What follows belongs to an exercise in optimizing a design on an open flow for small area; a production flow would make more cautious choices. The RTL was checked by simulation tests, not by an equivalence proof against the original design.

Setup of north:
==> flow/design.v <==
package intra16_pkg;
	typedef enum logic [1:0] {
		mode_vertical,
		mode_horizontal,
		mode_dc,
		mode_plane
	} pred_mode_e;
	typedef enum logic [2:0] {
		op_none,
		op_top,       
		op_left0,
		op_left1,
		op_left2,
		op_left3,
		op_corner
	} edge_op_e;
	typedef struct packed {
		logic [16-1:0][8-1:0] top;
		logic [16-1:0][8-1:0] left;
		logic [8-1:0] corner;    
	} edge_set_t;
	typedef struct packed {
		logic [16-1:0] a;
		logic [16-1:0] b;
		logic [16-1:0] c;
	} plane_param_t;
	typedef struct packed {
		logic [16-1:0][8-1:0] px;    
	} pred_block_t;
endpackage
`timescale 1ns/100ps
module intra16_pred (
	input  logic                     clk,
	input  logic                     reset_n,
	input  logic [2:0]               edge_op,
	input  logic [32-1:0]       edge_word,
	input  logic                     top_avail,
	input  logic                     left_avail,
	input  logic                     param_strobe,
	input  logic                     plane_strobe,
	input  logic                     out_strobe,
	input  logic [3:0]               block_idx,
	input  logic [1:0]               mode,
	output logic [127:0]             pred
);
	typedef logic [16:0] w17_t;
	function automatic w17_t rca(input w17_t a, input w17_t b, input logic ci);
		logic c;
		w17_t s;
		c = ci;
		for (int i = 0; i < 17; i++) begin
			s[i] = a[i] ^ b[i] ^ c;
			c = (a[i] & b[i]) | (a[i] & c) | (b[i] & c);
		end
		rca = s;
	endfunction
	function automatic w17_t csa_s(input w17_t a, input w17_t b, input w17_t c);
		csa_s = a ^ b ^ c;
	endfunction
	function automatic w17_t csa_c(input w17_t a, input w17_t b, input w17_t c);
		csa_c = ((a & b) | (a & c) | (b & c)) << 1;
	endfunction
	logic [31:0] top_w [4];     
	logic [31:0] left_w [4];
	logic [7:0]  corner;
	logic [3:0]  top_v;
	logic [3:0]  left_v;
	logic        corner_v;
	logic [1:0]  tw;
	logic        op_top;
	logic        op_left;
	logic        op_corner;
	logic [3:0]  wr_top;
	logic [3:0]  wr_left;
	assign op_top = (edge_op == 3'd1);
	assign op_corner = (edge_op == 3'd6);
	assign op_left = |wr_left;
	always_comb begin
		for (int w = 0; w < 4; w++) begin
			wr_top[w] = op_top && (tw == 2'(w));
			wr_left[w] = (edge_op == 3'(w + 2));
		end
	end
	always_ff @(posedge clk) begin
		for (int w = 0; w < 4; w++) begin
			if (wr_top[w]) top_w[w] <= edge_word;
			if (wr_left[w]) left_w[w] <= edge_word;
		end
		if (op_corner) corner <= edge_word[7:0];
	end
	always_ff @(posedge clk or negedge reset_n) begin
		if (!reset_n) begin
			top_v <= '0;
			left_v <= '0;
			corner_v <= 1'b0;
			tw <= '0;
		end else begin
			top_v <= top_v | wr_top;
			left_v <= left_v | wr_left;
			corner_v <= corner_v | op_corner;
			tw <= op_top ? tw + 2'd1 : 2'd0;
		end
	end
	logic [11:0] sum_t;
	logic [11:0] sum_l;
	logic [16:0] grad_h;
	logic [16:0] grad_v;
	logic [31:0] old_w;
	logic [31:0] new_w;
	logic [1:0]  idx;
	w17_t        d [4];       
	w17_t        u;           
	w17_t        d_sum;       
	w17_t        e_sum;       
	logic [10:0] pend_d;
	logic [11:0] pend_e;
	logic [1:0]  pend_idx;
	logic        pend_top;
	logic        pend_left;
	logic        pend_corner;
	always_comb begin
		old_w = '0;
		for (int w = 0; w < 4; w++) begin
			if (wr_top[w] && top_v[w]) old_w = old_w | top_w[w];
			if (wr_left[w] && left_v[w]) old_w = old_w | left_w[w];
		end
		if (op_corner && corner_v) old_w[7:0] = old_w[7:0] | corner;
		new_w = op_corner ? {24'd0, edge_word[7:0]} : edge_word;
		idx = op_top ? tw : (op_left ? 2'(edge_op - 3'd2) : 2'd0);
		for (int k = 0; k < 4; k++) begin
			w17_t diff;
			diff = rca({9'd0, new_w[8*k +: 8]}, ~{9'd0, old_w[8*k +: 8]}, 1'b1);
			d[k] = {{8{diff[8]}}, diff[8:0]};
		end
		u = rca(d[2], d[3], 1'b0);
		u = {{7{u[9]}}, u[9:0]};
		d_sum = rca(csa_s(d[0], d[1], u), csa_c(d[0], d[1], u), 1'b0);
		e_sum = rca(csa_s(d[1], u << 1, d[3]), csa_c(d[1], u << 1, d[3]), 1'b0);
	end
	always_ff @(posedge clk) begin
		pend_d <= d_sum[10:0];
		pend_e <= e_sum[11:0];
		pend_idx <= idx;
	end
	always_ff @(posedge clk or negedge reset_n) begin
		if (!reset_n) begin
			pend_top <= 1'b0;
			pend_left <= 1'b0;
			pend_corner <= 1'b0;
		end else begin
			pend_top <= op_top;
			pend_left <= op_left;
			pend_corner <= op_corner;
		end
	end
	w17_t        g;           
	w17_t        g5;          
	w17_t        sum_t_eff;
	w17_t        sum_l_eff;
	w17_t        gh_eff;
	w17_t        gv_eff;
	always_comb begin
		w17_t pd, pe, p0, p1, q0, q1, dt, dl, gh, gv;
		pd = {{6{pend_d[10]}}, pend_d};
		pe = {{5{pend_e[11]}}, pend_e};
		case (pend_idx)
			2'd0: p0 = ~(pd << 3);    
			2'd1: p0 = ~(pd << 2);    
			2'd2: p0 = '0;
			default: p0 = pd << 2;
		endcase
		p1 = pend_corner ? '0 : pd;
		q0 = csa_s(p0, p1, pe);
		q1 = csa_c(p0, p1, pe);
		g = rca(q0, q1, ~pend_idx[1]);
		g5 = rca(g, g << 2, 1'b0);
		dt = pend_top ? pd : '0;
		dl = pend_left ? pd : '0;
		gh = (pend_top || pend_corner) ? g5 : '0;
		gv = (pend_left || pend_corner) ? g5 : '0;
		sum_t_eff = rca({5'd0, sum_t}, dt, 1'b0);
		sum_l_eff = rca({5'd0, sum_l}, dl, 1'b0);
		gh_eff = rca(grad_h, gh, 1'b0);
		gv_eff = rca(grad_v, gv, 1'b0);
	end
	always_ff @(posedge clk or negedge reset_n) begin
		if (!reset_n) begin
			sum_t <= 12'd8;
			sum_l <= 12'd8;
			grad_h <= 17'd32;
			grad_v <= 17'd32;
		end else begin
			sum_t <= sum_t_eff[11:0];
			sum_l <= sum_l_eff[11:0];
			grad_h <= gh_eff;
			grad_v <= gv_eff;
		end
	end
	logic [8:0]  pa;
	logic [10:0] pb;
	logic [10:0] pc;
	w17_t        pa_next;
	assign pa_next = rca({9'd0, top_v[3] ? top_w[3][31:24] : 8'd0},
		{9'd0, left_v[3] ? left_w[3][31:24] : 8'd0}, 1'b1);
	always_ff @(posedge clk or negedge reset_n) begin
		if (!reset_n) begin
			pa <= 9'd1;
			pb <= '0;
			pc <= '0;
		end else if (param_strobe) begin
			pa <= pa_next[8:0];
			pb <= gh_eff[16:6];
			pc <= gv_eff[16:6];
		end
	end
	logic [15:0] pl_base;
	logic [10:0] pl_b;
	logic [10:0] pl_c;
	logic        pl_v;
	w17_t        base_next;
	function automatic w17_t off_mul(input w17_t e, input logic [1:0] i);
		case (i)
			2'd0: off_mul = ~(e << 3);    
			2'd1: off_mul = ~(e << 2);    
			2'd2: off_mul = '0;
			default: off_mul = e << 2;
		endcase
	endfunction
	always_comb begin
		w17_t eb, ec, o0, o1, o2, o3, o4, s0, s1, s2, s3, s4, s5;
		eb = {{6{pb[10]}}, pb};
		ec = {{6{pc[10]}}, pc};
		o0 = {4'd0, pa, 3'd0, ~block_idx[3]};    
		o1 = eb;
		o2 = off_mul(eb, block_idx[1:0]);
		o3 = ec;
		o4 = off_mul(ec, block_idx[3:2]);
		s0 = csa_s(o0, o1, o2);
		s1 = csa_c(o0, o1, o2);
		s2 = csa_s(s0, s1, o3);
		s3 = csa_c(s0, s1, o3);
		s4 = csa_s(s2, s3, o4);
		s5 = csa_c(s2, s3, o4);
		base_next = rca(s4, s5, ~block_idx[1]);
	end
	always_ff @(posedge clk) begin
		if (plane_strobe) begin
			pl_base <= base_next[15:0];
			pl_b <= pb;
			pl_c <= pc;
		end
	end
	always_ff @(posedge clk or negedge reset_n) begin
		if (!reset_n) begin
			pl_v <= 1'b0;
		end else if (plane_strobe) begin
			pl_v <= 1'b1;
		end
	end
	logic [1:0]  kind;
	logic [37:0] od;
	w17_t        sum_all;
	logic [7:0]  dc_val;
	logic [37:0] od_next;
	assign sum_all = rca({5'd0, sum_t_eff[11:0]}, {5'd0, sum_l_eff[11:0]}, 1'b0);
	always_comb begin
		case ({top_avail, left_avail})
			2'b11: dc_val = sum_all[12:5];
			2'b10: dc_val = sum_t_eff[11:4];
			2'b01: dc_val = sum_l_eff[11:4];
			default: dc_val = 8'd128;
		endcase
		od_next = out_strobe ? '0 : od;
		for (int w = 0; w < 4; w++) begin
			if (out_strobe && mode == 2'd0 && block_idx[1:0] == 2'(w) && top_v[w]) od_next[31:0] = od_next[31:0] | top_w[w];
			if (out_strobe && mode == 2'd1 && block_idx[3:2] == 2'(w) && left_v[w]) od_next[31:0] = od_next[31:0] | left_w[w];
		end
		if (out_strobe && mode == 2'd2) od_next[31:0] = od_next[31:0] | {4{dc_val}};
		if (out_strobe && mode == 2'd3 && pl_v) od_next = od_next | {pl_base, pl_b, pl_c};
	end
	always_ff @(posedge clk) begin
		od <= od_next;
	end
	always_ff @(posedge clk or negedge reset_n) begin
		if (!reset_n) begin
			kind <= 2'd0;
		end else if (out_strobe) begin
			case (mode)
				2'd1: kind <= 2'd2;
				2'd3: kind <= 2'd3;
				default: kind <= 2'd1;
			endcase
		end
	end
	w17_t o_base;
	w17_t o_b;
	w17_t o_c;
	w17_t row [4];
	w17_t colv [4];
	assign o_base = {1'b0, od[37:22]};
	assign o_b = {{6{od[21]}}, od[21:11]};
	assign o_c = {{6{od[10]}}, od[10:0]};
	logic k_v, k_h, k_p;
	assign k_v = (kind == 2'd1);
	assign k_h = (kind == 2'd2);
	assign k_p = (kind == 2'd3);
	always_comb begin
		w17_t v;
		logic pz, po;
		row[0] = o_base;
		row[1] = rca(o_base, o_c, 1'b0);
		row[2] = rca(o_base, o_c << 1, 1'b0);
		row[3] = rca(row[1], o_c << 1, 1'b0);
		colv[0] = '0;
		colv[1] = o_b;
		colv[2] = o_b << 1;
		colv[3] = rca(o_b, o_b << 1, 1'b0);
		for (int y = 0; y < 4; y++) begin
			for (int x = 0; x < 4; x++) begin
				v = (x == 0) ? row[y] : rca(row[y], colv[x], 1'b0);
				pz = k_p & ~v[15];
				po = pz & (v[14] | v[13]);
				pred[8*(4*y + x) +: 8] = ({8{pz}} & v[12:5]) | {8{po}}
					| ({8{k_v}} & od[8*x +: 8]) | ({8{k_h}} & od[8*y +: 8]);
			end
		end
	end
endmodule
export LEC_CHECK = 0
export CAP_MARGIN = 20
export CORE_MARGIN = 2
export CORE_UTILIZATION = 40
export SLEW_MARGIN = 20
create_clock -name core_clock -period 12.0 [get_ports {clk}]
run.sh (not shown) runs the stock make flow with config.mk's settings and CLKGATE_MAP_FILE= SYNTH_SCRIPT=/design/flow/synth_recipe.tcl, a recipe that flattens the netlist after the stock synthesis.
Setup changes, north to south
--- a/flow/design.v
+++ b/flow/design.v
@@ -259,29 +259,36 @@
 	end
 	logic [1:0]  kind;
 	logic [37:0] od;
 	w17_t        sum_all;
 	logic [7:0]  dc_val;
+	logic [31:0] sel_top;
+	logic [31:0] sel_left;
 	logic [37:0] od_next;
 	assign sum_all = rca({5'd0, sum_t_eff[11:0]}, {5'd0, sum_l_eff[11:0]}, 1'b0);
 	always_comb begin
 		case ({top_avail, left_avail})
 			2'b11: dc_val = sum_all[12:5];
 			2'b10: dc_val = sum_t_eff[11:4];
 			2'b01: dc_val = sum_l_eff[11:4];
 			default: dc_val = 8'd128;
 		endcase
-		od_next = out_strobe ? '0 : od;
+		sel_top = '0;
+		sel_left = '0;
 		for (int w = 0; w < 4; w++) begin
-			if (out_strobe && mode == 2'd0 && block_idx[1:0] == 2'(w) && top_v[w]) od_next[31:0] = od_next[31:0] | top_w[w];
-			if (out_strobe && mode == 2'd1 && block_idx[3:2] == 2'(w) && left_v[w]) od_next[31:0] = od_next[31:0] | left_w[w];
+			if (block_idx[1:0] == 2'(w) && top_v[w]) sel_top = sel_top | top_w[w];
+			if (block_idx[3:2] == 2'(w) && left_v[w]) sel_left = sel_left | left_w[w];
 		end
-		if (out_strobe && mode == 2'd2) od_next[31:0] = od_next[31:0] | {4{dc_val}};
-		if (out_strobe && mode == 2'd3 && pl_v) od_next = od_next | {pl_base, pl_b, pl_c};
+		case (mode)
+			2'd0: od_next = {6'd0, sel_top};
+			2'd1: od_next = {6'd0, sel_left};
+			2'd2: od_next = {6'd0, {4{dc_val}}};
+			default: od_next = pl_v ? {pl_base, pl_b, pl_c} : 38'd0;
+		endcase
 	end
 	always_ff @(posedge clk) begin
-		od <= od_next;
+		if (out_strobe) od <= od_next;
 	end
 	always_ff @(posedge clk or negedge reset_n) begin
 		if (!reset_n) begin
 			kind <= 2'd0;
 		end else if (out_strobe) begin
@@ -298,17 +305,13 @@
 	w17_t row [4];
 	w17_t colv [4];
 	assign o_base = {1'b0, od[37:22]};
 	assign o_b = {{6{od[21]}}, od[21:11]};
 	assign o_c = {{6{od[10]}}, od[10:0]};
-	logic k_v, k_h, k_p;
-	assign k_v = (kind == 2'd1);
-	assign k_h = (kind == 2'd2);
-	assign k_p = (kind == 2'd3);
 	always_comb begin
 		w17_t v;
-		logic pz, po;
+		logic [7:0] pix;
 		row[0] = o_base;
 		row[1] = rca(o_base, o_c, 1'b0);
 		row[2] = rca(o_base, o_c << 1, 1'b0);
 		row[3] = rca(row[1], o_c << 1, 1'b0);
 		colv[0] = '0;
@@ -316,13 +319,18 @@
 		colv[2] = o_b << 1;
 		colv[3] = rca(o_b, o_b << 1, 1'b0);
 		for (int y = 0; y < 4; y++) begin
 			for (int x = 0; x < 4; x++) begin
 				v = (x == 0) ? row[y] : rca(row[y], colv[x], 1'b0);
-				pz = k_p & ~v[15];
-				po = pz & (v[14] | v[13]);
-				pred[8*(4*y + x) +: 8] = ({8{pz}} & v[12:5]) | {8{po}}
-					| ({8{k_v}} & od[8*x +: 8]) | ({8{k_h}} & od[8*y +: 8]);
+				if (v[15]) pix = 8'd0;
+				else if (v[14:13] != 2'b00) pix = 8'd255;
+				else pix = v[12:5];
+				case (kind)
+					2'd1: pred[8*(4*y + x) +: 8] = od[8*x +: 8];
+					2'd2: pred[8*(4*y + x) +: 8] = od[8*y +: 8];
+					2'd3: pred[8*(4*y + x) +: 8] = pix;
+					default: pred[8*(4*y + x) +: 8] = 8'd0;
+				endcase
 			end
 		end
 	end
 endmodule
Findings:
- Delta (south minus north): multi-input logic cell count climbed about 6%, utilization dropped 0.40 points.
- Compared with north, south instantiates a larger number of cells.
- Clock period minus worst slack, north and south: lower on south
- Diff north -> south: final worst slack went up, final-layout setup total negative slack did not really move.
- south vs. north: cell area reported after detailed placement higher; number of detailed-routing iterations run before antenna repair lower.
- Clock tree buffer count of the final layout in south vs north: up 5
- Compared south vs north, and synthesized-area fraction occupied by ao, oa, aoi and oai cells is up in south.

## port drivers added, routing unchanged
How much do the figures lean on ideal ports? The routed layouts below were timed once more, with nothing changed but the port constraints.
Step 1, drivers: a clkbuf_16 drives clk and a buf_2 each remaining input, both assumed.
Step 2 times the ports against the registers' clock, not the clock port: input delays grow and output delays shrink by t, the midpoint of the rising clock arrivals with the driver on.
a / b / c = ideal / step 1 / step 2; a / b = the first two.
run | t (ns) | setup WS [ns] | worst hold slack (ns)
north | 0.653 | 0.261 / 0.200 / 0.643 | 0.468 / 0.468 / 0.468
south | 0.657 | 0.335 / 0.276 / 0.578 | 0.478 / 0.478 / 0.478
After both steps setup and hold are still met in every run listed.
